From an optimization exercise on the open Yosys and OpenROAD flow, aimed at small area and a short achievable clock period; shortcuts taken in it are not production practice. Only simulation tests tie the RTL to the original design; equivalence was not proved. Power figures rest on the tool's default switching activity, not on a simulated workload.

<file path="design/flow/flow/run.sh">
#!/bin/bash
set -euo pipefail
export BUFFER_PORTS_ARGS="-buffer_cell sky130_fd_sc_hd__buf_2"
export CTS_ARGS="-sink_clustering_enable -repair_clock_nets -dont_use_dummy_load -sink_clustering_size 30 -sink_clustering_max_diameter 80"
bash standard.sh > flow_make.log 2>&1
</file>
<file path="design/flow/standard.sh">
#!/bin/bash
# synth_recipe.tcl (not shown) runs the flow's synth.tcl, then flattens the netlist and writes it again
# the make line also repeats each setting of config.mk as NAME=value (left out here)
make -C /OpenROAD-flow-scripts/flow DESIGN_CONFIG=/design/flow/config.mk WORK_HOME=/design/flow/orfs CLKGATE_MAP_FILE= SYNTH_SCRIPT=/design/flow/synth_recipe.tcl "${@:-finish}"
</file>
<file path="design/flow/config.mk">
export PLATFORM = sky130hd
export DESIGN_NAME = if_stage
export DESIGN_NICKNAME = if_stage
export VERILOG_FILES = /design/flow/design.v
export SDC_FILE = /design/flow/constraint.sdc
export NUM_CORES = 4
export LEC_CHECK = 0
export CAP_MARGIN = 20
export CORE_MARGIN = 2
export CORE_UTILIZATION = 55
export SETUP_SLACK_MARGIN = 3.5
export SLEW_MARGIN = 20
</file>
<file path="design/flow/constraint.sdc">
create_clock -name core_clock -period 6.0 [get_ports {clk}]
set_input_delay 1.2000 -clock core_clock [delete_from_list [all_inputs] [get_ports {clk}]]
set_output_delay 1.2000 -clock core_clock [all_outputs]
set_load 0.01 [all_outputs]
</file>
<file path="design/flow/design.v">
module if_stage #(
    parameter int unsigned BTB_IDX_BITS = 4,
    parameter logic [31:0] RESET_PC     = 32'h0000_0000,
    parameter logic [31:0] NOP_INST     = 32'h0000_0013
) (
    input  logic        clk,
    input  logic        reset,
    input  logic        stall,
    input  logic        flush,
    input  logic [31:0] redirect_pc,
    input  logic        upd_valid,
    input  logic [31:0] upd_pc,
    input  logic        upd_taken,
    input  logic [31:0] upd_target,
    output logic [31:0] imem_addr,
    input  logic [31:0] imem_inst,
    output logic [31:0] if_id_inst,
    output logic [31:0] if_id_pc,
    output logic        if_id_valid,
    output logic        if_id_pred_taken,
    output logic [31:0] if_id_pred_target
);
    localparam int unsigned ENTRIES = 1 << BTB_IDX_BITS;
    localparam int unsigned TAG_W   = 30 - BTB_IDX_BITS;
    logic [31:0] pc_q;
    logic [ENTRIES-1:0] pc_oh_q;    
    logic [31:0] inst_q;
    logic [31:0] id_pc_q;
    logic        valid_q;
    logic        pt_q;
    logic [31:0] ptgt_q;
    logic [ENTRIES-1:0]            btb_v_q;
    logic [ENTRIES-1:0][TAG_W-1:0] btb_tag_q;
    logic [ENTRIES-1:0][31:0]      btb_tgt_q;
    logic [ENTRIES-1:0][1:0]       btb_ctr_q;
    logic [BTB_IDX_BITS-1:0] uidx;
    logic [ENTRIES-1:0]      lhit_e, uhit_e, usel;
    logic                    pred_taken;
    logic [31:0]             tgt_rd, pc_inc;
    logic                    unused_upd_lsb;
    assign unused_upd_lsb = ^upd_pc[1:0];
    assign uidx = upd_pc[BTB_IDX_BITS+1:2];
    always_comb begin
        for (int e = 0; e < ENTRIES; e++) begin
            lhit_e[e] = btb_v_q[e] && btb_ctr_q[e][1] && (btb_tag_q[e] == pc_q[31:BTB_IDX_BITS+2]);
            uhit_e[e] = btb_v_q[e] && (btb_tag_q[e] == upd_pc[31:BTB_IDX_BITS+2]);
            usel[e]   = upd_valid && (uidx == e[BTB_IDX_BITS-1:0]);
        end
    end
    always_comb begin
        tgt_rd = '0;
        for (int e = 0; e < ENTRIES; e++)
            tgt_rd = tgt_rd | (btb_tgt_q[e] & {32{pc_oh_q[e]}});
    end
    assign pred_taken = |(lhit_e & pc_oh_q);
    assign pc_inc     = pc_q + 32'd4;
    logic        adv, clr;
    logic [31:0] pc_hold, ptgt_hold;
    logic [31:0] pc_tk, pc_nt, ptgt_tk, ptgt_nt;
    assign clr       = reset || flush;
    assign adv       = !clr && !stall;
    assign pc_hold   = reset ? RESET_PC : (flush ? redirect_pc : pc_q);
    assign ptgt_hold = clr ? 32'd0 : ptgt_q;
    assign pc_tk     = adv ? tgt_rd : pc_hold;
    assign pc_nt     = adv ? pc_inc : pc_hold;
    assign ptgt_tk   = adv ? tgt_rd : ptgt_hold;
    assign ptgt_nt   = adv ? pc_inc : ptgt_hold;
    logic [ENTRIES-1:0] oh_hold, oh_tk, oh_nt, oh_inc, oh_tgt, oh_redir;
    always_comb begin
        oh_tgt   = '0;
        oh_redir = '0;
        oh_tgt[tgt_rd[BTB_IDX_BITS+1:2]]        = 1'b1;
        oh_redir[redirect_pc[BTB_IDX_BITS+1:2]] = 1'b1;
    end
    assign oh_inc  = {pc_oh_q[ENTRIES-2:0], pc_oh_q[ENTRIES-1]};
    assign oh_hold = reset ? ENTRIES'(1) << RESET_PC[BTB_IDX_BITS+1:2] : (flush ? oh_redir : pc_oh_q);
    assign oh_tk   = adv ? oh_tgt : oh_hold;
    assign oh_nt   = adv ? oh_inc : oh_hold;
    always_ff @(posedge clk) begin
        pc_oh_q <= pred_taken ? oh_tk : oh_nt;
        pc_q    <= pred_taken ? pc_tk : pc_nt;
        ptgt_q  <= pred_taken ? ptgt_tk : ptgt_nt;
        pt_q    <= adv ? pred_taken : (!clr && pt_q);
        if (clr) begin
            inst_q  <= NOP_INST;
            id_pc_q <= 32'd0;
            valid_q <= 1'b0;
        end else if (!stall) begin
            inst_q  <= imem_inst;
            id_pc_q <= pc_q;
            valid_q <= 1'b1;
        end
    end
    always_ff @(posedge clk) begin
        for (int e = 0; e < ENTRIES; e++) begin
            if (reset)
                btb_v_q[e] <= 1'b0;
            else if (usel[e] && upd_taken)
                btb_v_q[e] <= 1'b1;
        end
    end
    always_ff @(posedge clk) begin
        for (int e = 0; e < ENTRIES; e++) begin
            if (usel[e] && upd_taken) begin
                btb_tag_q[e] <= upd_pc[31:BTB_IDX_BITS+2];
                btb_tgt_q[e] <= upd_target;
            end
            if (usel[e]) begin
                if (uhit_e[e]) begin
                    if (upd_taken) begin
                        if (btb_ctr_q[e] != 2'd3) btb_ctr_q[e] <= btb_ctr_q[e] + 2'd1;
                    end else begin
                        if (btb_ctr_q[e] != 2'd0) btb_ctr_q[e] <= btb_ctr_q[e] - 2'd1;
                    end
                end else if (upd_taken) begin
                    btb_ctr_q[e] <= 2'b10;
                end
            end
        end
    end
    assign imem_addr         = pc_q;
    assign if_id_inst        = inst_q;
    assign if_id_pc          = id_pc_q;
    assign if_id_valid       = valid_q;
    assign if_id_pred_taken  = pt_q;
    assign if_id_pred_target = ptgt_q;
endmodule
</file>
==> out/qor.yml, run 1 <==
cp_max_fo: 6
async_flop_share_pct: 0
fmax_mhz: 333
antenna_found_initial: 16
routedWlPerCell_um: 37.6
final_cells: 5479
criticalPathCategory: "flop to flop"
hold_path.class: "flop to flop"
yosysMostFrequentCell: "edfxtp_1"
max_stage_delay_ps: 650
dp_hpwl_um: 112000
synthTopCellsByArea: "edfxtp_1 57%, xnor2_1 8.1%, xor2_1 7.5%"
core_area_sq_um: 90300
setup_violations: 0
leakage_nw: 22.4
fill_cells: 5925
vias: 38380
grt_pass1_vias: 36358
grt_overflow: 0
powerDensity_nw_per_um2: 231
ir_drop_v: 0.000252
synth_top_cell_area_share_pct: 57.4
layout-drive-gt1-share_pct: 30.7
route.detailed.drc: 0
pin_count: 264
synth_cells: 3650
path_cells: "buf_6 -> xor2_1 -> nor4_1 -> nand4_1 -> o22ai_4 -> or4_4 -> or2_4 -> a311o_1"
clk_latency_ps: 730
slew_headroom_pct: 50.3
ys_ff_latch: 1122
worst_path_max_delay_cell: "or4_4"
cts_tree: "done"
cp.arrival_ps: 3590
fin_crit_sh_pct: 50.0
path_clk_slew_ps: 110
initial_utilization_pct: 55.7
synthesis.nets: 3793
fin_nets: 4434
finalMaxSlewViolations: 0
stdcell_area_sq_um: 64200
cts-root-buf: "clkbuf_16"
final_core_util_pct: 71.2
seq_area_frac_synth_pct: 63.8
postRouteAntennaNets: 0
holdBufCountCts: 0
rsz0062_at_grt: "yes"
synthFlopType: "edfxtp_1"
synth_edf_count: 962
die_y_um: 306
firstDrtPassIters: 8
crit_path_start_kind: "flop"
avgSynthCellArea_sq_um: 13.8
grt_max_degree: 60
tightest_slew_ps: 746
place_inst: 4988
area_growth_pct: 27.7
routed_wl_um: 206000
yosysTopAreaCell: "edfxtp_1"
setup-tns-final_ps: 0
outcome: "finished clean"
critPathRequiredTime_ps: 6590
clockBufferDepth: 3
port_buffers: 261
yosys_warnings: 1
rows: 110
r2r_slack_ps: 3000
gp_congestion: 1.02
cts_sinks: 1122
detail_route.vias_per_cell: 7.00
initialDrtViolationCount: 5476
hold_viol: 0
drv.max_cap_violation_count: 0
post-route-min-period_ps: 3000
synth_area_sq_um: 50300
fin_skew_ps: 83.9
grt_pass1_wl_um: 278000
synth_cell_types: 55
h-tree-depth: 2
die_w_um: 306
synth_commonest_cells: "962 x edfxtp_1, 463 x xnor2_1, 429 x xor2_1"
crit_path_end_kind: "flop"
place_area_sq_um: 53300
grt.total_usage_pct: 42.7
cts-buffers-inserted: 51
dieArea_sq_um: 93900
[final timing paths]
kind,endpoint,cells past startpoint,startpoint
setup / recovery,pc_oh_q[7],8,pc_q[30]
hold / removal,id_pc_q[0],2,id_pc_q[0]
setup reg to reg,pc_oh_q[7],8,pc_q[30]
hold reg to reg,id_pc_q[0],2,id_pc_q[0]
[where the power goes]
part | internal (mW) | leakage [nW] | total, mW | switching, mW
clock | 1.52 | 0.629 | 3.94 | 2.42
combinational | 0.925 | 11.8 | 2.22 | 1.29
sequential | 8.56 | 10.1 | 8.69 | 0.137
total | 11.0 | 22.4 | 14.9 | 3.85
[timing repair]
action | 4_1_cts | 5_1_grt
endpoints found under the setup margin | 800 | 279
pin swaps | 200 | 111
cloned | 29 | 3
resized for setup | 805 | 201
endpoints found under the hold margin | 0 | 0
setup buffers | 325 | 69
[cells in the final DEF, fill, tap and decap left out, types with 34 or more instances in the layout]
cell type,n
buf_6,123
xnor2_2,73
nand3_1,76
nor3_1,44
buf_12,147
nand4_1,185
xor2_2,84
nor2_1,54
nor2b_1,34
edfxtp_1,962
dfxtp_4,38
xnor2_1,384
dfxtp_1,113
buf_4,263
a221oi_1,113
buf_2,207
clkbuf_16,54
buf_8,37
nand2_1,105
nor4_1,166
xor2_1,337
a22o_1,166
[layer usage]
layer  track usage (%)  routed length [um]
met3              10.6               27400
met2              64.0               90000
met5                 0                  70
met1              55.7               71800
met4              27.5               16500
[layout make-up]
type | instances | area, sq um | share of cell area [%]
Antenna cell | 14 | 35.0 | 0.0545
Multi-Input combinational cell | 2285 | 20100 | 31.3
Sequential cell | 1122 | 32200 | 50.2
Clock buffer | 51 | 1280 | 1.99
Inverter | 13 | 48.8 | 0.0760
Timing Repair Buffer | 818 | 9050 | 14.1
Tap cell | 1176 | 1470 | 2.29
[critical path, delay by kind of cell (launching register included)]
family / cells / cell delay [ps]
compound gates: 2 / 470
buf+inv: 1 / 190
xor+xnor: 1 / 250
simple gates: 4 / 1500
flops: 1 / 430
[logic make-up after synthesis]
group	share of synthesized area, %
AOI/OAI and AO/OA	8.08
xor gates and xnor gates	15.5
adders and majority gates	0.224
buffers and inverters	2.64
DFF	63.8
muxes	0.647
and+or+nand+nor	9.09
[metrics by stage]
step                power [mW]  setup WS, ps  hold slack, ps
global route              15.1          3000             489
floorplan                 9.63          2330             462
global placement          10.3          1620             435
finish                    14.9          3000             459
detailed placement        10.3          1500             437
CTS                       14.6          3150             453
[flip-flops by register name (all words and copies together), names as in the netlist]
register / flops
pc_oh_q: 16
pc_q: 32
btb_tag_q: 416
inst_q: 32
pt_q: 1
btb_v_q: 16
ptgt_q: 32
btb_tgt_q: 512
btb_ctr_q: 32
id_pc_q: 32
valid_q: 1
==> inputs of run 2 (changes only) <==
--- a/design/flow/design.v
+++ b/design/flow/design.v
@@ -36,3 +36,3 @@
     logic [BTB_IDX_BITS-1:0] uidx;
-    logic [ENTRIES-1:0]      lhit_e, uhit_e, usel;
+    logic [ENTRIES-1:0]      uhit_e, usel;
     logic                    pred_taken;
@@ -44,3 +44,2 @@
         for (int e = 0; e < ENTRIES; e++) begin
-            lhit_e[e] = btb_v_q[e] && btb_ctr_q[e][1] && (btb_tag_q[e] == pc_q[31:BTB_IDX_BITS+2]);
             uhit_e[e] = btb_v_q[e] && (btb_tag_q[e] == upd_pc[31:BTB_IDX_BITS+2]);
@@ -49,8 +48,15 @@
     end
+    logic [TAG_W-1:0] tag_rd;
+    logic             vt_rd;
     always_comb begin
         tgt_rd = '0;
-        for (int e = 0; e < ENTRIES; e++)
+        tag_rd = '0;
+        vt_rd  = 1'b0;
+        for (int e = 0; e < ENTRIES; e++) begin
             tgt_rd = tgt_rd | (btb_tgt_q[e] & {32{pc_oh_q[e]}});
+            tag_rd = tag_rd | (btb_tag_q[e] & {TAG_W{pc_oh_q[e]}});
+            vt_rd  = vt_rd | (btb_v_q[e] & btb_ctr_q[e][1] & pc_oh_q[e]);
+        end
     end
-    assign pred_taken = |(lhit_e & pc_oh_q);
+    assign pred_taken = vt_rd && (tag_rd == pc_q[31:BTB_IDX_BITS+2]);
     assign pc_inc     = pc_q + 32'd4;
==> design/flow/run.sh (new file) <==
#!/bin/bash
# synth_recipe.tcl (not shown) runs the flow's synth.tcl, then flattens the netlist and writes it again
# the make line also repeats each setting of config.mk as NAME=value (left out here)
make -C /OpenROAD-flow-scripts/flow DESIGN_CONFIG=/design/flow/config.mk WORK_HOME=/design/flow/orfs CLKGATE_MAP_FILE= SYNTH_SCRIPT=/design/flow/synth_recipe.tcl finish
removed: design/flow/flow/run.sh
removed: design/flow/standard.sh
==> out/qor.yml, run 2 <==
outcome: "finished clean"
synthMuxAreaShare_pct: 0.679  # +0.033 points
clk_latency_ps: 700  # -30 ps
criticalPathCategory: "flop to flop"
powerDensity_nw_per_um2: 284  # +23%
regMostFlops: "btb_tgt_q"
synthFlopType: "edfxtp_1"
initial_utilization_pct: 55.5  # -0.26 points
synth_area_sq_um: 47100  # -6.3%
route.detailed.drc: 0  # unchanged
ir_drop_v: 0.000309  # +22%
async_flop_share_pct: 0  # unchanged
gp_congestion: 1.03  # +1.3%
hold_path.class: "flop to flop"
rows: 107  # -2.7%
pin_count: 264  # unchanged
firstDrtPassIters: 7  # -1
area_growth_pct: 32.1
cp.arrival_ps: 4180  # +590 ps
grt_pass1_wl_um: 261000  # -6.1%
synth-compound-area-share_pct: 12.1  # +4.0 points
stdcell_area_sq_um: 62300  # -3.1%
synth_cell_types: 52  # -5.5%
grt_max_degree: 120  # +100%
cts-buffers-inserted: 112  # +120%
max_stage_delay_ps: 610  # -40 ps
slew_headroom_pct: 31.6  # -19 points
finalMaxSlewViolations: 0  # unchanged
seq_area_frac_synth_pct: 68.1  # +4.3 points
total_power_mw: 17.7  # +19%
leakage_nw: 21.1  # -6.2%
path_buf_inv: 5  # +4
synthTopCellsByArea: "edfxtp_1 61%, xnor2_1 8.6%, dfxtp_1 6.8%"
layout_commonest_cell: "edfxtp_1"
synth_fa_ha_area_share_pct: 0.239  # +0.015 points
vias: 35763  # -6.8%
antenna_found_initial: 10  # -6
setup_violations: 0  # unchanged
detail_route.vias_per_cell: 7.10  # +1.3%
path_cells: "buf_12 -> buf_12 -> buf_6 -> a22o_1 -> a221oi_2 -> nand4_1 -> xnor2_2 -> nor4_4 -> and4_4 -> buf_12 -> buf_6 -> nand4_1 -> o311ai_1"
synth_simple_gate_area_share_pct: 7.11  # -2.0 points
dieArea_sq_um: 88100  # -6.2%
place_area_sq_um: 51600  # -3.1%
worst_path_max_delay_cell: "nand4_1"
path_clk_slew_ps: 60  # -50 ps
initialDrtViolationCount: 5802  # +6.0%
cts_sinks: 1122  # unchanged
fin_crit_sh_pct: 60.5  # +10 points
cts-root-buf: "clkbuf_16"
fill_cells: 5327  # -10%
clockBufferDepth: 3  # unchanged
ys_ff_latch: 1122  # unchanged
crit_path_end_kind: "flop"
avgSynthCellArea_sq_um: 14.7  # +6.7%
setup-tns-final_ps: 0  # unchanged
synthXorXnorAreaFrac_pct: 9.40  # -6.1 points
synthesis.nets: 3350  # -12%
dp_hpwl_um: 113000  # +0.95%
final-seq-area_sq_um: 32300  # about the same
routed_wl_um: 194000  # -5.8%
cp_common_cell: "buf_12"
synth_top_family_by_area: "compound AO/OA/AOI/OAI gates"
yosysMostFrequentCell: "edfxtp_1"
grt.total_usage_pct: 42.5  # -0.17 points
r2r_slack_ps: 2370  # -630 ps
layout-drive-gt1-share_pct: 29.6  # -1.2 points
port_buffers: 261  # unchanged
post-route-min-period_ps: 3630  # +627 ps
die_w_um: 297  # -3.2%
synth_commonest_cells: "962 x edfxtp_1, 462 x xnor2_1, 294 x a22o_1"
critPathTopFamily: "simple AND/OR/NAND/NOR gates"
tightest_slew_ps: 1020  # +271 ps
synth_edf_count: 962  # unchanged
cp_max_fo: 6  # unchanged
routedWlPerCell_um: 38.5  # +2.4%
grt_overflow: 0  # unchanged
synth_cells: 3207  # -12%
largest_reg_flops: 512  # unchanged
fin_skew_ps: 38.1  # -45.8 ps
synth_top_cell_area_share_pct: 61.3  # +3.8 points
multi_input_area_sq_um: 16900  # -16%
postRouteAntennaNets: 0  # unchanged
h-tree-depth: 3  # +1
core_area_sq_um: 85000  # -5.8%
final_cells: 5040  # -8.0%
yosys_warnings: 1  # unchanged
worst_slack_ps: 2370  # -627 ps
fin_nets: 3933  # -11%
die_y_um: 297  # -3.2%
yosysTopAreaCell: "edfxtp_1"
fmax_mhz: 276  # -17%
place_inst: 4507  # -9.6%
rsz0062_at_grt: "yes"
crit_path_start_kind: "flop"
cts_tree: "done"
layout_common_cells: "962 x edfxtp_1, 318 x xnor2_1, 294 x a22o_1"
drv.max_cap_violation_count: 0  # unchanged
grt_pass1_vias: 32523  # -11%
critPathRequiredTime_ps: 6560  # -30 ps
reg.largest.list: "btb_tgt_q: 512 flops, btb_tag_q: 416 flops"
hold_viol: 0  # unchanged
place_ws_ps: 1000  # -495 ps
## run 2: changes by cell type after synthesis, moves of 29 or more
cell	previous run	this run
nor3_1	78	24
nor4_1	209	22
a22o_1	166	294
o311ai_0	2	34
xor2_1	429	44
a221oi_1	113	220
a21oi_1	53	24
## run 2: layout make-up
class	count	share of cell area, %
Timing Repair Buffer	699	12.6
Inverter	14	0.0844
Clock inverter	56	1.04
Clock buffer	157	5.04
Tap cell	1144	2.30
Multi-Input combinational cell	1841	27.1
Sequential cell	1122	51.8
Antenna cell	7	0.0281
## run 2: per-stage QoR
step                      util [%]  hold WS (ps)
after global routing          73.2           487
after CTS                     71.2           466
after detailed placement      60.8           455
final                         73.2           464
after floorplan                  -           454
after global placement        60.7           437
## run 2: worst paths after layout
path | startpoint | end | cells after the start
max | pc_oh_q[0] | ptgt_q[12] | 13
min | id_pc_q[3] | id_pc_q[3] | 1
max reg2reg | pc_oh_q[0] | ptgt_q[12] | 13
min reg2reg | id_pc_q[3] | id_pc_q[3] | 1
## run 2: layer usage
layer / track usage [%] / wire length [um]
met3: 17.0 / 31500
met2: 59.8 / 81200
met4: 18.3 / 10200
met1: 58.5 / 70900
met5: 0 / 59
## run 2: kinds of logic (layout without fill, tap and decap cells)
kind of cell	count (synthesis)	count (layout)
compound gates	673	673
xor+xnor	506	506
fa+ha+maj	9	9
buf+inv	252	926
flops	1122	1122
mux	29	29
other cells	0	7
simple gates	616	624
## run 2: worst reg2reg max path: cells and delay by family (launching register included)
| kind | cells | cell delay (ps) |
|---|---|---|
| AOI/OAI and AO/OA | 3 | 590 |
| xor gates and xnor gates | 1 | 360 |
| buffers and inverters | 5 | 690 |
| DFF | 1 | 390 |
| and+or+nand+nor | 4 | 1460 |
## run 2: report_power, final
part	switching, mW	internal [mW]	total (mW)
registers	0.100	8.57	8.67
clock network	3.09	4.14	7.23
logic	1.07	0.713	1.78
## run 2: what timing repair did
item / 4_1_cts / 5_1_grt
resized for setup: 1070 / 198
hold buffers: 0 / 0
gates cloned: 21 / 11
endpoints found under the setup margin: 1278 / 189
pin swaps: 190 / 67
endpoints found under the hold margin: 0 / 0
buffers inserted: 211 / 70
==> inputs of run 3 (changes only) <==
--- a/design/flow/config.mk
+++ b/design/flow/config.mk
@@ -10,3 +10,3 @@
 export CORE_UTILIZATION = 55
-export SETUP_SLACK_MARGIN = 3.5
+export SETUP_SLACK_MARGIN = 3.1
 export SLEW_MARGIN = 20
==> out/qor.yml, run 3 <==
largest_reg_flops: 512  # unchanged
fin_skew_ps: 54.8  # +16.7 ps
detail_route.vias_per_cell: 7.00  # -1.4%
initial_utilization_pct: 55.5  # unchanged
slew_headroom_pct: 24.5  # -7.2 points
postRouteAntennaNets: 0  # unchanged
final-seq-area_sq_um: 32200  # -0.12%
reg.largest.list: "btb_tgt_q: 512 flops, btb_tag_q: 416 flops"
clk_latency_ps: 730  # +30 ps
die_y_um: 297  # unchanged
async_flop_share_pct: 0  # unchanged
fin_crit_sh_pct: 60.7  # +0.28 points
yosysTopAreaCell: "edfxtp_1"
ys_ff_latch: 1122  # unchanged
synthTopCellsByArea: "edfxtp_1 61%, xnor2_1 8.6%, dfxtp_1 6.8%"
yosysMostFrequentCell: "edfxtp_1"
clockBufferDepth: 3  # unchanged
route.detailed.drc: 0  # unchanged
synth_cell_types: 52  # unchanged
setup_violations: 0  # unchanged
finalMaxSlewViolations: 0  # unchanged
routedWlPerCell_um: 38.4  # -0.23%
hold_viol: 0  # unchanged
criticalPathCategory: "flop to flop"
internal_power_mw: 13.1  # -2.5%
swShare_pct: 24.6  # +0.47 points
avgSynthCellArea_sq_um: 14.7  # unchanged
holdBufCountCts: 0  # unchanged
layout_commonest_cell: "edfxtp_1"
seq_area_frac_synth_pct: 68.1  # unchanged
cp.arrival_ps: 4280  # +100 ps
synthesis.nets: 3350  # unchanged
crit_path_end_kind: "flop"
cp_max_fo: 10  # +4
grt_pass1_wl_um: 260000  # -0.60%
synth_cells: 3207  # unchanged
path_clk_slew_ps: 60  # about the same
vias: 35083  # -1.9%
post-route-min-period_ps: 3640  # +16.7 ps
seqPwrFrac_pct: 50.1  # +1.1 points
grt_pass1_vias: 32409  # -0.35%
grt_overflow: 0  # unchanged
fill_cells: 5498  # +3.2%
core_area_sq_um: 85000  # unchanged
holdWs_ps: 466  # +1.50 ps
cts_sinks: 1122  # unchanged
grt.total_usage_pct: 42.3  # -0.18 points
power_frac_comb_pct: 9.6  # -0.5 points
port_buffers: 261  # unchanged
area_growth_pct: 29.9
tightest_slew_ps: 1130  # +117 ps
dp_hpwl_um: 113000  # +0.32%
clkPwrFrac_pct: 40.3  # -0.6 points
synth_area_sq_um: 47100  # unchanged
layout_common_cells: "962 x edfxtp_1, 362 x xnor2_1, 293 x a22o_1"
firstDrtPassIters: 6  # -1
regMostFlops: "btb_tgt_q"
dieArea_sq_um: 88100  # unchanged
h-tree-depth: 3  # unchanged
outcome: "finished clean"
cts_tree: "done"
synth_commonest_cells: "962 x edfxtp_1, 462 x xnor2_1, 294 x a22o_1"
die_w_um: 297  # unchanged
pin_count: 264  # unchanged
critPathRequiredTime_ps: 6640  # +80 ps
powerDensity_nw_per_um2: 283  # -0.21%
rows: 107  # unchanged
yosys_warnings: 1  # unchanged
grt_max_degree: 120  # unchanged
antenna_found_initial: 12  # +2
ir_drop_v: 0.000269  # -13%
leakage_nw: 20.5  # -2.7%
drv.max_cap_violation_count: 0  # unchanged
gp_congestion: 1.08  # +4.5%
cts-buffers-inserted: 114  # +1.8%
synth_edf_count: 962  # unchanged
routed_wl_um: 192000  # -0.77%
p_sw_mw: 4.26  # about the same
hold_path.class: "flop to flop"
layout-drive-gt1-share_pct: 25.0  # -4.6 points
crit_path_start_kind: "flop"
synth_top_cell_area_share_pct: 61.3  # unchanged
cts-root-buf: "clkbuf_16"
multi_input_area_sq_um: 16200  # -3.8%
initialDrtViolationCount: 5717  # -1.5%
rsz0062_at_grt: "yes"
fmax_mhz: 274  # -0.46%
setup-tns-final_ps: 0  # unchanged
synthFlopType: "edfxtp_1"
fin_nets: 3914  # -0.48%
[run 3: cell types whose count changed in the layout (fill, tap and decap cells not counted), sizes merged, moves of 8 or more]
cell           previous run  this run
buf                     475       435
dlygate4sd2              15        23
clkdlybuf4s50            97       206
clkbuf                  180       149
clkdlybuf4s15            80         0
clkinv                   39        51
[run 3: power groups by stage]
stage / clock [mW] / sequential [mW] / combinational, mW
2_1_floorplan: 0 / 8.81 / 0.628
3_3_place_gp: 0 / 8.87 / 1.22
3_5_place_dp: 0 / 8.87 / 1.23
4_1_cts: 6.97 / 8.68 / 1.48
5_1_grt: 7.28 / 8.69 / 1.70
6_report: 6.99 / 8.69 / 1.67
[run 3: cell type report]
cell class,instances,area share (%)
Sequential cell,1122,52.6
Multi-Input combinational cell,1837,26.5
Timing Repair Buffer,682,12.5
Clock buffer,140,4.89
Tap cell,1144,2.34
Clock inverter,71,1.06
Inverter,14,0.0858
Antenna cell,3,0.0123
[run 3: worst max-delay path, cell delays in order, from the launching register on]
cell,delay [ps]
dfxtp_4,440
buf_16,220
a22o_1,230
a221oi_1,240
nand4_1,570
xor2_2,380
nor4_4,370
buf_4,180
nand4_4,170
buf_6,170
or4_4,510
o211ai_1,110
[run 3: cell families after synthesis]
| family | after synthesis | share of synthesized area [%] |
|---|---|---|
| xor gates and xnor gates | 506 | 9.40 |
| AOI/OAI and AO/OA | 673 | 12.1 |
| DFF | 1122 | 68.1 |
| muxes | 29 | 0.679 |
| buffers and inverters | 252 | 2.46 |
| and+or+nand+nor | 616 | 7.11 |
| adders and majority gates | 9 | 0.239 |
[run 3: per-layer routing]
layer / routed length (um) / vias up / track usage [%]
met4: 9800 / 10 / 18.3
met1: 69800 / 17560 / 58.5
met3: 31900 / 531 / 16.5
met2: 80800 / 3029 / 59.5
met5: 70 / - / 0
li1: - / 13953 / -
[run 3: repair_timing]
item / in CTS / in global routing
pin swaps: 163 / 122
setup buffers: 188 / 89
resized for setup: 568 / 201
gates cloned: 18 / 8
endpoints found under the setup margin: 877 / 487
[run 3: path summary, 6_finish.rpt]
check | startpoint | end | slack (ps) | cells past startpoint
min | id_pc_q[28] | id_pc_q[28] | 470 | 2
max | pc_oh_q[13] | ptgt_q[4] | 2360 | 11
max reg2reg | pc_oh_q[13] | ptgt_q[4] | 2360 | 11
min reg2reg | id_pc_q[28] | id_pc_q[28] | 470 | 2
[run 3: metrics by stage]
stage	instance area, sq um	power, mW	std cells	utilization [%]	worst slack, ps
final	61200	17.3	5013	72.0	2360
after global routing	61200	17.7	5011	72.0	2420
after CTS	59300	17.1	4913	69.8	2580
after detailed placement	51500	10.1	4496	60.6	945
after global placement	51500	10.1	4495	60.5	949
after floorplan	47500	9.44	3207	-	2570
==> inputs of run 4 (changes only) <==
--- a/design/flow/design.v
+++ b/design/flow/design.v
@@ -25,3 +25,3 @@
     logic [31:0] pc_q;
-    logic [ENTRIES-1:0] pc_oh_q;    
+    logic [TAG_W-1:0] pc_tag_n_q;
     logic [31:0] inst_q;
@@ -35,4 +35,4 @@
     logic [ENTRIES-1:0][1:0]       btb_ctr_q;
-    logic [BTB_IDX_BITS-1:0] uidx;
-    logic [ENTRIES-1:0]      uhit_e, usel;
+    logic [BTB_IDX_BITS-1:0] idx, uidx;
+    logic [ENTRIES-1:0]      lhit_e, uhit_e, usel;
     logic                    pred_taken;
@@ -41,2 +41,3 @@
     assign unused_upd_lsb = ^upd_pc[1:0];
+    assign idx  = pc_q[BTB_IDX_BITS+1:2];
     assign uidx = upd_pc[BTB_IDX_BITS+1:2];
@@ -44,2 +45,3 @@
         for (int e = 0; e < ENTRIES; e++) begin
+            lhit_e[e] = btb_v_q[e] && btb_ctr_q[e][1] && ((btb_tag_q[e] ^ pc_tag_n_q) == '1);
             uhit_e[e] = btb_v_q[e] && (btb_tag_q[e] == upd_pc[31:BTB_IDX_BITS+2]);
@@ -48,15 +50,4 @@
     end
-    logic [TAG_W-1:0] tag_rd;
-    logic             vt_rd;
-    always_comb begin
-        tgt_rd = '0;
-        tag_rd = '0;
-        vt_rd  = 1'b0;
-        for (int e = 0; e < ENTRIES; e++) begin
-            tgt_rd = tgt_rd | (btb_tgt_q[e] & {32{pc_oh_q[e]}});
-            tag_rd = tag_rd | (btb_tag_q[e] & {TAG_W{pc_oh_q[e]}});
-            vt_rd  = vt_rd | (btb_v_q[e] & btb_ctr_q[e][1] & pc_oh_q[e]);
-        end
-    end
-    assign pred_taken = vt_rd && (tag_rd == pc_q[31:BTB_IDX_BITS+2]);
+    assign pred_taken = lhit_e[idx];
+    assign tgt_rd     = btb_tgt_q[idx];
     assign pc_inc     = pc_q + 32'd4;
@@ -73,16 +64,7 @@
     assign ptgt_nt   = adv ? pc_inc : ptgt_hold;
-    logic [ENTRIES-1:0] oh_hold, oh_tk, oh_nt, oh_inc, oh_tgt, oh_redir;
-    always_comb begin
-        oh_tgt   = '0;
-        oh_redir = '0;
-        oh_tgt[tgt_rd[BTB_IDX_BITS+1:2]]        = 1'b1;
-        oh_redir[redirect_pc[BTB_IDX_BITS+1:2]] = 1'b1;
-    end
-    assign oh_inc  = {pc_oh_q[ENTRIES-2:0], pc_oh_q[ENTRIES-1]};
-    assign oh_hold = reset ? ENTRIES'(1) << RESET_PC[BTB_IDX_BITS+1:2] : (flush ? oh_redir : pc_oh_q);
-    assign oh_tk   = adv ? oh_tgt : oh_hold;
-    assign oh_nt   = adv ? oh_inc : oh_hold;
+    logic [31:0] pc_d;
+    assign pc_d = pred_taken ? pc_tk : pc_nt;
     always_ff @(posedge clk) begin
-        pc_oh_q <= pred_taken ? oh_tk : oh_nt;
-        pc_q    <= pred_taken ? pc_tk : pc_nt;
+        pc_q       <= pc_d;
+        pc_tag_n_q <= ~pc_d[31:BTB_IDX_BITS+2];
         ptgt_q  <= pred_taken ? ptgt_tk : ptgt_nt;
==> design/flow/flow/run.sh (new file) <==
#!/bin/bash
set -euo pipefail
export BUFFER_PORTS_ARGS="-buffer_cell sky130_fd_sc_hd__buf_2"
export CTS_ARGS="-sink_clustering_enable -repair_clock_nets -dont_use_dummy_load -sink_clustering_size 30 -sink_clustering_max_diameter 80"
bash standard.sh > flow_make.log 2>&1
==> design/flow/standard.sh (new file) <==
#!/bin/bash
# synth_recipe.tcl (not shown) runs the flow's synth.tcl, then flattens the netlist and writes it again
# the make line also repeats each setting of config.mk as NAME=value (left out here)
make -C /OpenROAD-flow-scripts/flow DESIGN_CONFIG=/design/flow/config.mk WORK_HOME=/design/flow/orfs CLKGATE_MAP_FILE= SYNTH_SCRIPT=/design/flow/synth_recipe.tcl "${@:-finish}"
--- a/design/flow/config.mk
+++ b/design/flow/config.mk
@@ -10,3 +10,3 @@
 export CORE_UTILIZATION = 55
-export SETUP_SLACK_MARGIN = 3.1
+export SETUP_SLACK_MARGIN = 3.5
 export SLEW_MARGIN = 20
removed: design/flow/run.sh
==> out/qor.yml, run 4 <==
grt_pass1_wl_um: 237000  # -8.7%
synth_cells: 3274  # +2.1%
seq_area_frac_synth_pct: 63.9  # -4.1 points
cts_tree: "done"
initialDrtViolationCount: 4441  # -22%
synth_area_sq_um: 50500  # +7.1%
holdBufCountCts: 0  # unchanged
gp_congestion: 0.959  # -11%
final-seq-area_sq_um: 32400  # +0.69%
area_growth_pct: 23.1
route.detailed.drc: 0  # unchanged
grt.total_usage_pct: 35.8  # -6.5 points
die_w_um: 307  # +3.5%
synthTopCellsByArea: "edfxtp_1 57%, xnor2_1 15%, mux4_2 7.0%"
grt_max_degree: 63  # -48%
routed_wl_um: 175000  # -8.7%
synthesis.nets: 3409  # +1.8%
cp.arrival_ps: 3620  # -660 ps
clockBufferDepth: 3  # unchanged
cts-buffers-inserted: 52  # -54%
yosysMostFrequentCell: "edfxtp_1"
fin_skew_ps: 51.3  # -3.45 ps
setup-tns-final_ps: 0  # unchanged
routedWlPerCell_um: 34.4  # -10%
clk_latency_ps: 720  # about the same
layout-drive-gt1-share_pct: 33.5  # +8.5 points
slew_headroom_pct: 42.5  # +18 points
hold_path.class: "flop to flop"
layout_common_cells: "962 x edfxtp_1, 779 x xnor2_1, 275 x buf_4"
cp_max_fo: 11  # +1
firstDrtPassIters: 6  # unchanged
crit_path_end_kind: "flop"
ir_drop_v: 0.000304  # +13%
core_area_sq_um: 91400  # +7.5%
dp_hpwl_um: 96900  # -14%
grt_pass1_vias: 32135  # -0.85%
place_ws_ps: 1690  # +744 ps
crit_path_start_kind: "flop"
yosys_warnings: 1  # unchanged
cts_sinks: 1132  # +0.89%
path_clk_slew_ps: 120  # +60 ps
port_buffers: 261  # unchanged
regMostFlops: "btb_tgt_q"
yosysTopAreaCell: "edfxtp_1"
critPathRequiredTime_ps: 6560  # -80 ps
fill_cells: 6241  # +14%
synth_commonest_cells: "962 x edfxtp_1, 842 x xnor2_1, 170 x dfxtp_1"
post-route-min-period_ps: 3060  # -588 ps
ys_ff_latch: 1132  # +0.89%
rows: 111  # +3.7%
fin_crit_sh_pct: 50.9  # -9.8 points
outcome: "finished clean"
hold_viol: 0  # unchanged
worst_slack_ps: 2940  # +588 ps
vias: 33412  # -4.8%
initial_utilization_pct: 55.3  # -0.18 points
largest_reg_flops: 512  # unchanged
die_y_um: 307  # +3.5%
synth_top_cell_area_share_pct: 57.2  # -4.1 points
powerDensity_nw_per_um2: 253  # -11%
stdcell_area_sq_um: 62200  # +1.5%
h-tree-depth: 2  # -1
criticalPathCategory: "flop to flop"
tightest_slew_ps: 863  # -271 ps
rsz0062_at_grt: "yes"
postRouteAntennaNets: 0  # unchanged
fmax_mhz: 327  # +19%
async_flop_share_pct: 0  # unchanged
drv.max_cap_violation_count: 0  # unchanged
avgSynthCellArea_sq_um: 15.4  # +5.0%
cp_common_cell: "buf_12"
multi_input_area_sq_um: 18900  # +17%
max_stage_delay_ps: 400  # -170 ps
grt_overflow: 0  # unchanged
place_area_sq_um: 53800  # +4.4%
antenna_found_initial: 11  # -1
layout_commonest_cell: "edfxtp_1"
pin_count: 264  # unchanged
synthFlopType: "edfxtp_1"
finalMaxSlewViolations: 0  # unchanged
leakage_nw: 20.5  # +0.16%
total_power_mw: 15.7  # -9.3%
path_cells: "buf_12 -> buf_4 -> xnor2_1 -> nor4_1 -> nand4_1 -> o21bai_2 -> o22ai_2 -> buf_6 -> and3_4 -> nor2_4 -> buf_12 -> buf_12 -> clkbuf_16 -> o211ai_1"
detail_route.vias_per_cell: 6.56  # -6.3%
fin_nets: 4041  # +3.2%
dieArea_sq_um: 94300  # +7.0%
final_core_util_pct: 68.0  # -4.0 points
worst_path_max_delay_cell: "dfxtp_2"
setup_violations: 0  # unchanged
synth_cell_types: 56  # +7.7%
reg.largest.list: "btb_tgt_q: 512 flops, btb_tag_q: 416 flops"
cts-root-buf: "clkbuf_16"
synth_edf_count: 962  # unchanged
==> run 4: worst max-delay path: cells and delay by family, from the launching register on <==
| kind | cells | cell delay [ps] |
|---|---|---|
| compound gates | 3 | 420 |
| xor+xnor | 1 | 110 |
| buf+inv | 6 | 1000 |
| flops | 1 | 400 |
| simple gates | 4 | 950 |
==> run 4: layout make-up <==
cell class,instances,area share [%]
Clock buffer,52,2.09
Sequential cell,1132,52.2
Antenna cell,5,0.0201
Timing Repair Buffer,761,12.8
Inverter,5,0.0302
Tap cell,1186,2.39
Multi-Input combinational cell,1954,30.4
==> run 4: power breakdown <==
group / total [mW] / switching (mW) / internal (mW)
sequential: 8.84 / 0.174 / 8.67
clock: 3.95 / 2.40 / 1.55
combinational: 2.94 / 1.55 / 1.39
==> run 4: path summary, 6_finish.rpt <==
check,from,slack (ps),depth (start not counted),to
setup / recovery,pc_tag_n_q[19],2940,14,pc_q[6]
hold / removal,id_pc_q[5],470,2,id_pc_q[5]
setup reg to reg,pc_tag_n_q[19],2940,14,pc_q[6]
hold reg to reg,id_pc_q[5],470,2,id_pc_q[5]
==> run 4: cell families (layout without fill, tap and decap cells) <==
kind of cell | Yosys count | after routing | synth area share [%]
flip-flops | 1132 | 1132 | 63.9
AO/OA/AOI/OAI | 232 | 233 | 3.74
other | 0 | 5 | 0
AND/OR/NAND/NOR | 623 | 633 | 6.75
multiplexers | 196 | 196 | 7.86
adder cells (fa/ha/maj) | 1 | 1 | 0.0248
XOR/XNOR | 891 | 891 | 15.4
buffers and inverters | 199 | 818 | 2.26
==> run 4: metal layers <==
layer  vias up  part of all wire [%]  global-route usage (%)
met5         -                 0.024                       0
met4         6                   6.2                    17.8
met3       495                   9.6                    5.90
met2      2042                    46                    56.8
met1     17223                    38                    48.5
li1      13646                     -                       -
==> run 4: timing repair <==
| item | in CTS | in global routing |
|---|---|---|
| endpoints found under the setup margin | 1038 | 297 |
| buffers inserted | 220 | 111 |
| pin swaps | 124 | 127 |
| cloned | 27 | 13 |
| gates resized for setup | 514 | 176 |
==> run 4: through the flow <==
step	cells	hold slack, ps
detailed placement	4667	449
global placement	4667	433
floorplan	3274	462
finish	5095	467
CTS	4966	467
global route	5093	493
==> inputs of run 5 (changes only) <==
--- a/design/flow/design.v
+++ b/design/flow/design.v
@@ -25,3 +25,2 @@
     logic [31:0] pc_q;
-    logic [TAG_W-1:0] pc_tag_n_q;
     logic [31:0] inst_q;
@@ -45,3 +44,3 @@
         for (int e = 0; e < ENTRIES; e++) begin
-            lhit_e[e] = btb_v_q[e] && btb_ctr_q[e][1] && ((btb_tag_q[e] ^ pc_tag_n_q) == '1);
+            lhit_e[e] = btb_v_q[e] && btb_ctr_q[e][1] && (btb_tag_q[e] == pc_q[31:BTB_IDX_BITS+2]);
             uhit_e[e] = btb_v_q[e] && (btb_tag_q[e] == upd_pc[31:BTB_IDX_BITS+2]);
@@ -55,3 +54,3 @@
     logic [31:0] pc_hold, ptgt_hold;
-    logic [31:0] pc_tk, pc_nt, ptgt_tk, ptgt_nt;
+    logic [31:0] pc_tk, pc_nt, pc_d;
     assign clr       = reset || flush;
@@ -62,10 +61,6 @@
     assign pc_nt     = adv ? pc_inc : pc_hold;
-    assign ptgt_tk   = adv ? tgt_rd : ptgt_hold;
-    assign ptgt_nt   = adv ? pc_inc : ptgt_hold;
-    logic [31:0] pc_d;
     assign pc_d = pred_taken ? pc_tk : pc_nt;
     always_ff @(posedge clk) begin
-        pc_q       <= pc_d;
-        pc_tag_n_q <= ~pc_d[31:BTB_IDX_BITS+2];
-        ptgt_q  <= pred_taken ? ptgt_tk : ptgt_nt;
+        pc_q    <= pc_d;
+        ptgt_q  <= adv ? pc_d : ptgt_hold;
         pt_q    <= adv ? pred_taken : (!clr && pt_q);
==> out/qor.yml, run 5 <==
max_stage_delay_ps: 430  # +30 ps
cp.arrival_ps: 3590  # -30 ps
avgSynthCellArea_sq_um: 15.3  # -0.97%
fin_nets: 4047  # +0.15%
fin_skew_ps: 72.8  # +21.5 ps
port_buffers: 261  # unchanged
async_flop_share_pct: 0  # unchanged
leakage_nw: 21.3  # +4.0%
grt_overflow: 0  # unchanged
outcome: "finished clean"
drv.max_cap_violation_count: 0  # unchanged
drt-met1-wl_um: 64900  # -2.5%
h-tree-depth: 2  # unchanged
die_w_um: 306  # -0.44%
seq_area_frac_synth_pct: 64.0  # +0.13 points
place_area_sq_um: 53300  # -0.81%
cts-buffers-inserted: 52  # unchanged
post-route-min-period_ps: 3140  # +87.7 ps
ys_ff_latch: 1106  # -2.3%
die_y_um: 306  # -0.44%
reg.largest.list: "btb_tgt_q: 512 flops, btb_tag_q: 416 flops"
criticalPathCategory: "flop to flop"
antenna_found_initial: 12  # +1
gp_congestion: 0.950  # -0.95%
synth_edf_count: 992  # +3.1%
worst_path_max_delay_cell: "dfxtp_4"
fmax_mhz: 318  # -2.8%
hold_viol: 0  # unchanged
grt_max_degree: 63  # unchanged
clkPwrFrac_pct: 24.6  # -0.5 points
grt_pass1_wl_um: 240000  # +1.3%
clockBufferDepth: 3  # unchanged
critPathRequiredTime_ps: 6450  # -110 ps
synth_commonest_cells: "992 x edfxtp_1, 617 x xnor2_1, 274 x xor2_1"
grt.total_usage_pct: 36.9  # +1.1 points
holdBufCountCts: 0  # unchanged
dieArea_sq_um: 93500  # -0.87%
crit_path_start_kind: "flop"
place_inst: 4657  # -0.21%
cp_max_fo: 8  # -3
detail_route.vias_per_cell: 6.54  # -0.33%
ir_drop_v: 0.000245  # -19%
pin_count: 264  # unchanged
top_layer: "met5"
rows: 110  # -0.90%
dp_hpwl_um: 100000  # +3.5%
layout_commonest_cell: "edfxtp_1"
largest_reg_flops: 512  # unchanged
setup-tns-final_ps: 0  # unchanged
initialDrtViolationCount: 4178  # -5.9%
vias: 33294  # -0.35%
cts-root-buf: "clkbuf_16"
yosysMostFrequentCell: "edfxtp_1"
firstDrtPassIters: 5  # -1
synth_cells: 3277  # +0.092%
routedWlPerCell_um: 35.2  # +2.1%
layout_common_cells: "992 x edfxtp_1, 561 x xnor2_1, 303 x buf_4"
area_growth_pct: 23.0
synthesis.nets: 3412  # +0.088%
multi_input_area_sq_um: 18700  # -1.1%
core_area_sq_um: 90100  # -1.4%
internal_power_mw: 11.6  # +0.12%
synthFlopType: "edfxtp_1"
route.met3.wl_um: 18800  # +12%
met2WireLength_um: 83700  # +3.1%
yosys_warnings: 1  # unchanged
power_frac_comb_pct: 20.8  # +2.1 points
hold_path.class: "flop to flop"
powerDensity_nw_per_um2: 258  # +1.9%
regMostFlops: "btb_tgt_q"
critPathTopFamily: "simple AND/OR/NAND/NOR gates"
route.detailed.drc: 0  # unchanged
yosysTopAreaCell: "edfxtp_1"
stdcell_area_sq_um: 61600  # -0.98%
layout-drive-gt1-share_pct: 32.7  # -0.74 points
setup_violations: 0  # unchanged
swShare_pct: 26.8  # +0.60 points
rsz0062_at_grt: "yes"
tightest_slew_ps: 1130  # +271 ps
cts_tree: "done"
finalMaxSlewViolations: 0  # unchanged
synthTopCellsByArea: "edfxtp_1 59%, xnor2_1 11%, mux4_2 7.2%"
cts_sinks: 1106  # -2.3%
final-seq-area_sq_um: 32200  # -0.81%
fill_cells: 6208  # -0.53%
slew_headroom_pct: 24.3  # -18 points
path_clk_slew_ps: 120  # about the same
holdWs_ps: 471  # +4.03 ps
p_sw_mw: 4.26  # +3.3%
seqPwrFrac_pct: 54.6  # -1.6 points
path_cells: "buf_4 -> xor2_2 -> nor4_2 -> nand4_1 -> nor4_4 -> o311ai_4 -> buf_6 -> nand4_4 -> buf_12 -> mux2i_4 -> nor2_1"
fin_crit_sh_pct: 52.4  # +1.5 points
total_power_mw: 15.9  # +0.95%
initial_utilization_pct: 55.5  # +0.26 points
synth_top_cell_area_share_pct: 59.5  # +2.3 points
postRouteAntennaNets: 0  # unchanged
synth_area_sq_um: 50100  # -0.88%
routed_wl_um: 179000  # +2.1%
crit_path_end_kind: "flop"
synth_cell_types: 62  # +11%
clk_latency_ps: 710  # about the same
final_cells: 5094  # -0.020%
path_buf_inv: 3  # -3
grt_pass1_vias: 31938  # -0.61%
[run 5: cell count changes after synthesis, moves of 48 or more]
| cell | delta |
|---|---|
| xnor2_1 | -225 |
| a21oi_1 | +48 |
| o211ai_1 | -68 |
| mux2i_1 | +87 |
| xor2_1 | +225 |
| nor2_1 | +107 |
| dfxtp_1 | -56 |
| a22o_1 | -57 |
[run 5: power groups by stage]
stage               clock network (mW)  registers (mW)  logic (mW)
floorplan                            0            8.77        1.52
global placement                     0            8.99        2.16
detailed placement                   0            8.99        2.17
CTS                               3.94            8.66        2.99
global route                      4.17            8.67        3.40
finish                            3.90            8.67        3.31
[run 5: kinds of logic after synthesis]
group                      share of synthesized area (%)
buffers and inverters                               2.36
and+or+nand+nor                                     7.16
xor gates and xnor gates                            15.6
muxes                                               9.22
AOI/OAI and AO/OA                                   1.60
DFF                                                 64.0
adders and majority gates                         0.0250
[run 5: final timing paths]
check	endpoint	startpoint	cells after the start	slack, ps
worst max-delay path	ptgt_q[16]	pc_q[8]	11	2860
worst min-delay path	valid_q	valid_q	2	470
worst max register to register	ptgt_q[16]	pc_q[8]	11	2860
worst min register to register	valid_q	valid_q	2	470
[run 5: metal layers]
metal	GRT usage [%]	vias to the layer above
met3	7.48	527
met2	59.2	2096
met5	0	-
met4	17.9	8
li1	-	13452
met1	48.5	17211
[run 5: worst min-delay path, cell delays in order, from the launching register on]
cell and delay, ps:
dfxtp_1 330, inv_1 50, a21oi_1 50
[run 5: layout make-up]
class / instances / share of cell area [%]
Tap cell: 1176 / 2.39
Sequential cell: 1106 / 52.3
Antenna cell: 8 / 0.0325
Multi-Input combinational cell: 1978 / 30.4
Inverter: 4 / 0.0244
Clock buffer: 52 / 2.11
Timing Repair Buffer: 770 / 12.7
[run 5: repair_timing]
item / in CTS / in global routing
setup endpoints to repair: 789 / 290
gates cloned: 25 / 9
setup buffers: 236 / 107
gates resized for setup: 432 / 240
pin swaps: 76 / 109
[run 5: through the flow]
step                      utilization, %  setup WS (ps)
after detailed placement            59.2           1690
after CTS                           65.6           2950
after floorplan                        -           2570
after global placement              59.2           1700
after global routing                68.3           2870
final                               68.3           2860
==> inputs of run 6 (changes only) <==
--- a/design/flow/design.v
+++ b/design/flow/design.v
@@ -25,2 +25,3 @@
     logic [31:0] pc_q;
+    logic [TAG_W-1:0] pc_tag_n_q;
     logic [31:0] inst_q;
@@ -29,3 +30,2 @@
     logic        pt_q;
-    logic [31:0] ptgt_q;
     logic [ENTRIES-1:0]            btb_v_q;
@@ -44,3 +44,3 @@
         for (int e = 0; e < ENTRIES; e++) begin
-            lhit_e[e] = btb_v_q[e] && btb_ctr_q[e][1] && (btb_tag_q[e] == pc_q[31:BTB_IDX_BITS+2]);
+            lhit_e[e] = btb_v_q[e] && btb_ctr_q[e][1] && ((btb_tag_q[e] ^ pc_tag_n_q) == '1);
             uhit_e[e] = btb_v_q[e] && (btb_tag_q[e] == upd_pc[31:BTB_IDX_BITS+2]);
@@ -53,4 +53,4 @@
     logic        adv, clr;
-    logic [31:0] pc_hold, ptgt_hold;
-    logic [31:0] pc_tk, pc_nt, pc_d;
+    logic [31:0] pc_hold;
+    logic [31:0] pc_tk, pc_nt;
     assign clr       = reset || flush;
@@ -58,9 +58,9 @@
     assign pc_hold   = reset ? RESET_PC : (flush ? redirect_pc : pc_q);
-    assign ptgt_hold = clr ? 32'd0 : ptgt_q;
     assign pc_tk     = adv ? tgt_rd : pc_hold;
     assign pc_nt     = adv ? pc_inc : pc_hold;
+    logic [31:0] pc_d;
     assign pc_d = pred_taken ? pc_tk : pc_nt;
     always_ff @(posedge clk) begin
-        pc_q    <= pc_d;
-        ptgt_q  <= adv ? pc_d : ptgt_hold;
+        pc_q       <= pc_d;
+        pc_tag_n_q <= ~pc_d[31:BTB_IDX_BITS+2];
         pt_q    <= adv ? pred_taken : (!clr && pt_q);
@@ -108,3 +108,3 @@
     assign if_id_pred_taken  = pt_q;
-    assign if_id_pred_target = ptgt_q;
+    assign if_id_pred_target = valid_q ? pc_q : 32'd0;
 endmodule
--- a/design/flow/config.mk
+++ b/design/flow/config.mk
@@ -10,3 +10,3 @@
 export CORE_UTILIZATION = 55
-export SETUP_SLACK_MARGIN = 3.5
+export SETUP_SLACK_MARGIN = 3.2
 export SLEW_MARGIN = 20
==> out/qor.yml, run 6 <==
outcome: "finished clean"
final-seq-area_sq_um: 31800  # -1.3%
grt.total_usage_pct: 34.5  # -2.4 points
synth_top_cell_area_share_pct: 57.8  # -1.7 points
synth-compound-area-share_pct: 2.72  # +1.1 points
routed_wl_um: 165000  # -8.2%
synth_commonest_cells: "962 x edfxtp_1, 796 x xnor2_1, 160 x mux4_2"
layout_common_cells: "962 x edfxtp_1, 739 x xnor2_1, 232 x buf_2"
synthMuxAreaShare_pct: 8.90  # -0.31 points
fin_skew_ps: 65.8  # -7.05 ps
ir_drop_v: 0.000285  # +16%
path_buf_inv: 5  # +2
firstDrtPassIters: 5  # unchanged
cts_tree: "done"
regMostFlops: "btb_tgt_q"
setup-tns-final_ps: 0  # unchanged
final_cells: 4943  # -3.0%
h-tree-depth: 2  # unchanged
slew_headroom_pct: 15.7  # -8.6 points
cts-root-buf: "clkbuf_16"
clockBufferDepth: 3  # unchanged
critPathTopFamily: "simple AND/OR/NAND/NOR gates"
layout_commonest_cell: "edfxtp_1"
drv.max_cap_violation_count: 0  # unchanged
initialDrtViolationCount: 3896  # -6.7%
crit_path_start_kind: "flop"
path_cells: "buf_6 -> buf_12 -> buf_4 -> xnor2_1 -> nor4_1 -> nand4_1 -> nor4_2 -> o311ai_4 -> buf_4 -> o21a_4 -> nor2_8 -> buf_12 -> mux2i_1 -> o31a_1"
largest_reg_flops: 512  # unchanged
pin_count: 264  # unchanged
postRouteAntennaNets: 0  # unchanged
port_buffers: 261  # unchanged
criticalPathCategory: "flop to flop"
holdBufCountCts: 0  # unchanged
place_inst: 4635  # -0.47%
p_sw_mw: 3.83  # -10%
fin_crit_sh_pct: 57.4  # +5.0 points
dp_hpwl_um: 97800  # -2.4%
hold_viol: 0  # unchanged
internal_power_mw: 11.1  # -4.4%
layout-drive-gt1-share_pct: 30.6  # -2.2 points
gp_congestion: 0.940  # -0.99%
fin_nets: 3901  # -3.6%
fill_cells: 6325  # +1.9%
fmax_mhz: 290  # -8.8%
power_frac_comb_pct: 16.8  # -4.0 points
clk_latency_ps: 690  # -20 ps
routedWlPerCell_um: 33.3  # -5.4%
worst_path_max_delay_cell: "nor4_2"
synth_cell_types: 77  # +24%
tightest_slew_ps: 1260  # +129 ps
synthXorXnorAreaFrac_pct: 15.2  # -0.37 points
synthesis.nets: 3399  # -0.38%
seq_area_frac_synth_pct: 63.3  # -0.70 points
multi_input_area_sq_um: 19000  # +1.5%
synthFlopType: "edfxtp_1"
max_stage_delay_ps: 430  # about the same
synth_area_sq_um: 50000  # -0.22%
vias: 31878  # -4.3%
crit_path_end_kind: "flop"
die_y_um: 305  # -0.11%
route.detailed.drc: 0  # unchanged
avgSynthCellArea_sq_um: 15.3  # +0.18%
synth_cells: 3264  # -0.40%
synth_edf_count: 962  # -3.0%
leakage_nw: 19.5  # -8.6%
setup_violations: 0  # unchanged
path_clk_slew_ps: 110  # about the same
synthTopCellsByArea: "edfxtp_1 58%, xnor2_1 14%, mux4_2 7.2%"
cts-buffers-inserted: 51  # -1.9%
swShare_pct: 25.7  # -1.2 points
cts_sinks: 1100  # -0.54%
yosysMostFrequentCell: "edfxtp_1"
rsz0062_at_grt: "yes"
area_growth_pct: 19.7
seqPwrFrac_pct: 57.4  # +2.8 points
post-route-min-period_ps: 3450  # +302 ps
finalMaxSlewViolations: 0  # unchanged
dieArea_sq_um: 93300  # -0.21%
critPathRequiredTime_ps: 6540  # +90 ps
die_w_um: 305  # -0.11%
detail_route.vias_per_cell: 6.45  # -1.3%
synth_simple_gate_area_share_pct: 7.19  # +0.026 points
grt_max_degree: 75  # +19%
core_area_sq_um: 90000  # -0.15%
hold_path.class: "flop to flop"
grt_pass1_wl_um: 228000  # -5.0%
yosysTopAreaCell: "edfxtp_1"
ys_ff_latch: 1100  # -0.54%
grt_pass1_vias: 31095  # -2.6%
yosys_warnings: 1  # unchanged
async_flop_share_pct: 0  # unchanged
synth_fa_ha_area_share_pct: 0.0250  # +0.000054 points
synth_top_family_by_area: "XOR/XNOR gates"
clkPwrFrac_pct: 25.8  # +1.2 points
rows: 110  # unchanged
powerDensity_nw_per_um2: 250  # -3.1%
grt_overflow: 0  # unchanged
antenna_found_initial: 8  # -4
reg.largest.list: "btb_tgt_q: 512 flops, btb_tag_q: 416 flops"
cp_max_fo: 5  # -3
cp.arrival_ps: 3990  # +400 ps
initial_utilization_pct: 55.5  # about the same
-- run 6: worst paths after layout --
check                 start             to  slack (ps)  cells past startpoint
max          pc_tag_n_q[12]  pc_tag_n_q[6]        2550                     14
min              id_pc_q[9]     id_pc_q[9]         480                      2
max reg2reg  pc_tag_n_q[12]  pc_tag_n_q[6]        2550                     14
min reg2reg      id_pc_q[9]     id_pc_q[9]         480                      2
-- run 6: per-layer routing --
metal / up-vias / global-route usage [%] / share of wire, %
met5: - / 0 / 0.031
met4: 8 / 12.9 / 4.6
met3: 326 / 5.77 / 9.5
met2: 1820 / 55.7 / 47
met1: 16497 / 47.3 / 39
li1: 13227 / - / -
-- run 6: final cells by class --
type,count,share of cell area [%]
antenna,3,0.0126
inverter,18,0.119
timing repair buffer,642,10.4
multi-input combinational,1953,31.8
clock buffer,51,2.13
sequential,1100,53.1
tap,1176,2.46
-- run 6: worst min-delay path, delay by kind of cell (launching register included) --
family	cells	cell delay, ps
AOI/OAI and AO/OA	1	60
DFF	1	320
and+or+nand+nor	1	60
-- run 6: timing repair --
action / 4_1_cts / 5_1_grt
buffers inserted: 151 / 87
gates cloned: 12 / 4
gates resized for setup: 390 / 151
pin swaps: 73 / 92
setup endpoints to repair: 326 / 144
hold endpoints to repair: 0 / 0
-- run 6: stage by stage --
stage / util [%] / hold WS (ps) / instance area [sq um] / total power [mW] / setup slack, ps
detailed placement: 59.2 / 457 / 53300 / 10.6 / 1590
global route: 66.4 / 493 / 59800 / 15.3 / 2530
floorplan: - / 462 / 51400 / 9.95 / 2870
CTS: 64.6 / 473 / 58100 / 14.8 / 2830
global placement: 59.2 / 452 / 53300 / 10.6 / 1560
finish: 66.4 / 475 / 59800 / 14.9 / 2550
-- run 6: power groups by stage --
| stage | clock, mW | sequential (mW) | combinational (mW) |
|---|---|---|---|
| floorplan | 0 | 8.68 | 1.27 |
| global placement | 0 | 8.83 | 1.75 |
| detailed placement | 0 | 8.83 | 1.76 |
| CTS | 3.90 | 8.57 | 2.33 |
| global route | 4.12 | 8.59 | 2.59 |
| finish | 3.85 | 8.58 | 2.52 |
-- run 6: cell families after synthesis --
| logic type | after synthesis |
|---|---|
| DFF | 1100 |
| xor gates and xnor gates | 868 |
| and+or+nand+nor | 651 |
| muxes | 244 |
| buffers and inverters | 217 |
| AOI/OAI and AO/OA | 183 |
| adders and majority gates | 1 |
==> inputs of run 7 (changes only) <==
--- a/design/flow/design.v
+++ b/design/flow/design.v
@@ -25,3 +25,2 @@
     logic [31:0] pc_q;
-    logic [TAG_W-1:0] pc_tag_n_q;
     logic [31:0] inst_q;
@@ -30,2 +29,3 @@
     logic        pt_q;
+    logic [31:0] ptgt_q;
     logic [ENTRIES-1:0]            btb_v_q;
@@ -35,3 +35,6 @@
     logic [BTB_IDX_BITS-1:0] idx, uidx;
-    logic [ENTRIES-1:0]      lhit_e, uhit_e, usel;
+    logic [ENTRIES-1:0]      lhit_e, usel, udec;
+    logic                    uhit;
+    logic [TAG_W-1:0]        utag_rd;
+    logic                    uv_rd;
     logic                    pred_taken;
@@ -44,7 +47,16 @@
         for (int e = 0; e < ENTRIES; e++) begin
-            lhit_e[e] = btb_v_q[e] && btb_ctr_q[e][1] && ((btb_tag_q[e] ^ pc_tag_n_q) == '1);
-            uhit_e[e] = btb_v_q[e] && (btb_tag_q[e] == upd_pc[31:BTB_IDX_BITS+2]);
-            usel[e]   = upd_valid && (uidx == e[BTB_IDX_BITS-1:0]);
+            lhit_e[e] = btb_v_q[e] && btb_ctr_q[e][1] && (btb_tag_q[e] == pc_q[31:BTB_IDX_BITS+2]);
+            udec[e]   = (uidx == e[BTB_IDX_BITS-1:0]);
+            usel[e]   = upd_valid && udec[e];
         end
     end
+    always_comb begin
+        utag_rd = '0;
+        uv_rd   = 1'b0;
+        for (int e = 0; e < ENTRIES; e++) begin
+            utag_rd = utag_rd | (btb_tag_q[e] & {TAG_W{udec[e]}});
+            uv_rd   = uv_rd | (btb_v_q[e] & udec[e]);
+        end
+    end
+    assign uhit = uv_rd && (utag_rd == upd_pc[31:BTB_IDX_BITS+2]);
     assign pred_taken = lhit_e[idx];
@@ -53,4 +65,4 @@
     logic        adv, clr;
-    logic [31:0] pc_hold;
-    logic [31:0] pc_tk, pc_nt;
+    logic [31:0] pc_hold, ptgt_hold;
+    logic [31:0] pc_tk, pc_nt, ptgt_tk, ptgt_nt;
     assign clr       = reset || flush;
@@ -58,9 +70,10 @@
     assign pc_hold   = reset ? RESET_PC : (flush ? redirect_pc : pc_q);
+    assign ptgt_hold = clr ? 32'd0 : ptgt_q;
     assign pc_tk     = adv ? tgt_rd : pc_hold;
     assign pc_nt     = adv ? pc_inc : pc_hold;
-    logic [31:0] pc_d;
-    assign pc_d = pred_taken ? pc_tk : pc_nt;
+    assign ptgt_tk   = adv ? tgt_rd : ptgt_hold;
+    assign ptgt_nt   = adv ? pc_inc : ptgt_hold;
     always_ff @(posedge clk) begin
-        pc_q       <= pc_d;
-        pc_tag_n_q <= ~pc_d[31:BTB_IDX_BITS+2];
+        pc_q    <= pred_taken ? pc_tk : pc_nt;
+        ptgt_q  <= pred_taken ? ptgt_tk : ptgt_nt;
         pt_q    <= adv ? pred_taken : (!clr && pt_q);
@@ -91,3 +104,3 @@
             if (usel[e]) begin
-                if (uhit_e[e]) begin
+                if (uhit) begin
                     if (upd_taken) begin
@@ -108,3 +121,3 @@
     assign if_id_pred_taken  = pt_q;
-    assign if_id_pred_target = valid_q ? pc_q : 32'd0;
+    assign if_id_pred_target = ptgt_q;
 endmodule
--- a/design/flow/config.mk
+++ b/design/flow/config.mk
@@ -10,3 +10,3 @@
 export CORE_UTILIZATION = 55
-export SETUP_SLACK_MARGIN = 3.2
+export SETUP_SLACK_MARGIN = 3.5
 export SLEW_MARGIN = 20
==> out/qor.yml, run 7 <==
rsz0062_at_grt: "yes"
clockBufferDepth: 3  # unchanged
layout_commonest_cell: "edfxtp_1"
finalMaxSlewViolations: 0  # unchanged
h-tree-depth: 2  # unchanged
total_power_mw: 15.5  # +3.5%
synth_cells: 3105  # -4.9%
vias: 36012  # +13%
grt_overflow: 0  # unchanged
fin_crit_sh_pct: 67.5  # +10 points
critPathRequiredTime_ps: 6350  # -190 ps
largest_reg_flops: 512  # unchanged
setup_violations: 0  # unchanged
port_buffers: 261  # unchanged
avgSynthCellArea_sq_um: 15.6  # +2.1%
synth_area_sq_um: 48500  # -2.8%
fmax_mhz: 247  # -15%
fin_skew_ps: 98.5  # +32.8 ps
layout-drive-gt1-share_pct: 36.3  # +5.7 points
routedWlPerCell_um: 46.3  # +39%
crit_path_end_kind: "flop"
tightest_slew_ps: 1300  # +33.5 ps
grt.total_usage_pct: 47.7  # +13 points
initial_utilization_pct: 55.7  # +0.19 points
area_growth_pct: 25.4
cp_max_fo: 13  # +8
dp_hpwl_um: 134000  # +37%
slew_headroom_pct: 13.3  # -2.4 points
r2r_slack_ps: 2190  # -360 ps
yosys_warnings: 1  # unchanged
die_y_um: 301  # -1.4%
crit_path_start_kind: "input port"
seq_area_frac_synth_pct: 65.4  # +2.1 points
firstDrtPassIters: 8  # +3
cts-root-buf: "clkbuf_16"
initialDrtViolationCount: 6717  # +72%
cts_sinks: 1106  # +0.55%
criticalPathCategory: "input port to flop"
leakage_nw: 21.0  # +7.8%
core_area_sq_um: 87200  # -3.2%
grt_max_degree: 73  # -2.7%
ys_ff_latch: 1106  # +0.55%
synthesis.nets: 3240  # -4.7%
worst_path_max_delay_cell: "a221oi_4"
yosysTopAreaCell: "edfxtp_1"
clk_latency_ps: 700  # about the same
die_w_um: 301  # -1.4%
layout_common_cells: "962 x edfxtp_1, 283 x buf_4, 263 x xnor2_1"
grt_pass1_vias: 33285  # +7.0%
max_stage_delay_ps: 430  # about the same
critPathTopFamily: "compound AO/OA/AOI/OAI gates"
outcome: "finished clean"
route.detailed.drc: 0  # unchanged
fill_cells: 5566  # -12%
ir_drop_v: 0.000312  # +9.3%
synth_commonest_cells: "962 x edfxtp_1, 282 x xnor2_1, 215 x xor2_1"
setup-tns-final_ps: 0  # unchanged
gp_congestion: 1.09  # +16%
hold_path.class: "flop to flop"
antenna_found_initial: 17  # +9
pin_count: 264  # unchanged
reg.largest.list: "btb_tgt_q: 512 flops, btb_tag_q: 416 flops"
synthFlopType: "edfxtp_1"
dieArea_sq_um: 90700  # -2.8%
holdBufCountCts: 0  # unchanged
place_area_sq_um: 52200  # -2.0%
synth_top_cell_area_share_pct: 59.5  # +1.7 points
cts_tree: "done"
path_buf_inv: 6  # +1
async_flop_share_pct: 0  # unchanged
path_cells: "buf_16 -> buf_12 -> clkinvlp_4 -> buf_6 -> a31oi_1 -> o211ai_1 -> a221oi_4 -> xnor2_2 -> nor4_2 -> buf_4 -> nand4_4 -> buf_12 -> o31ai_4 -> o2111a_1"
run 7: cell types whose count changed in the layout (fill, tap and decap cells not counted), sizes merged, moves of 40 or more:
cell   previous run  this run
xnor2           796       282
xor2             72       215
buf             636       757
a22o              6        79
nand4           145        75
nand2            62       117
a22oi             6        54
mux2              3        43
run 7: through the flow:
stage	setup WS, ps	utilization, %	hold WS (ps)	std cells
after detailed placement	638	59.9	433	4505
after CTS	2100	67.5	454	4778
after global placement	634	59.9	430	4504
after global routing	1950	69.8	482	4881
after floorplan	1870	-	457	3105
final	1950	69.8	455	4888
run 7: worst register-to-register path, cell delays in order (launching register included):
cell	delay, ps
dfxtp_4	450
buf_16	180
xnor2_1	440
nand4_1	470
nor4_1	450
nand3_1	190
a22oi_2	450
a221oi_4	140
buf_6	160
buf_12	130
buf_8	130
buf_16	150
nor3b_4	240
or3_1	160
run 7: where the power goes:
part	total (mW)	switching [mW]	internal, mW
Sequential	8.60	0.134	8.47
Clock	3.98	2.43	1.55
Combinational	2.88	1.69	1.19
run 7: repair_timing:
item / CTS / global route
gates resized for setup: 524 / 192
gates cloned: 39 / 23
pin swaps: 85 / 50
setup buffers: 182 / 79
endpoints found under the setup margin: 1117 / 902
run 7: cell type report:
| cell class | count | area [sq um] | share of cell area, % |
|---|---|---|---|
| Inverter | 9 | 45.0 | 0.0740 |
| Timing Repair Buffer | 785 | 8220 | 13.5 |
| Multi-Input combinational cell | 1773 | 18000 | 29.5 |
| Tap cell | 1155 | 1450 | 2.37 |
| Antenna cell | 8 | 20.0 | 0.0329 |
| Clock buffer | 52 | 1300 | 2.14 |
| Sequential cell | 1106 | 31900 | 52.4 |
run 7: final timing paths:
| kind | start | depth (start not counted) | to |
|---|---|---|---|
| hold / removal | ptgt_q[9] | 2 | ptgt_q[9] |
| setup reg to reg | pc_q[22] | 13 | pc_q[31] |
| hold reg to reg | ptgt_q[9] | 2 | ptgt_q[9] |
| setup / recovery | upd_pc[5] | 14 | btb_ctr_q[2] |
run 7: layer usage:
layer,global-route usage [%],vias to the layer above,share of wire (%)
met3,13.8,944,15
met1,61.4,17935,32
met5,0,-,0.053
li1,-,13366,-
met2,70.8,3753,43
met4,31.8,14,9.6
run 7: cells by family after synthesis:
group | share of synthesized area (%)
AO/OA/AOI/OAI | 6.51
multiplexers | 10.3
flip-flops | 65.4
buffers and inverters | 2.26
adder cells (fa/ha/maj) | 0.0258
XOR/XNOR | 8.97
AND/OR/NAND/NOR | 6.47

Setup slack of run 7, layout unchanged: 1.949 ns with ideal ports, 1.790 ns with driving cells assumed (clock clkbuf_16, inputs buf_2), 1.064 ns with port delays also shifted by the 0.727 ns mid clock arrival.
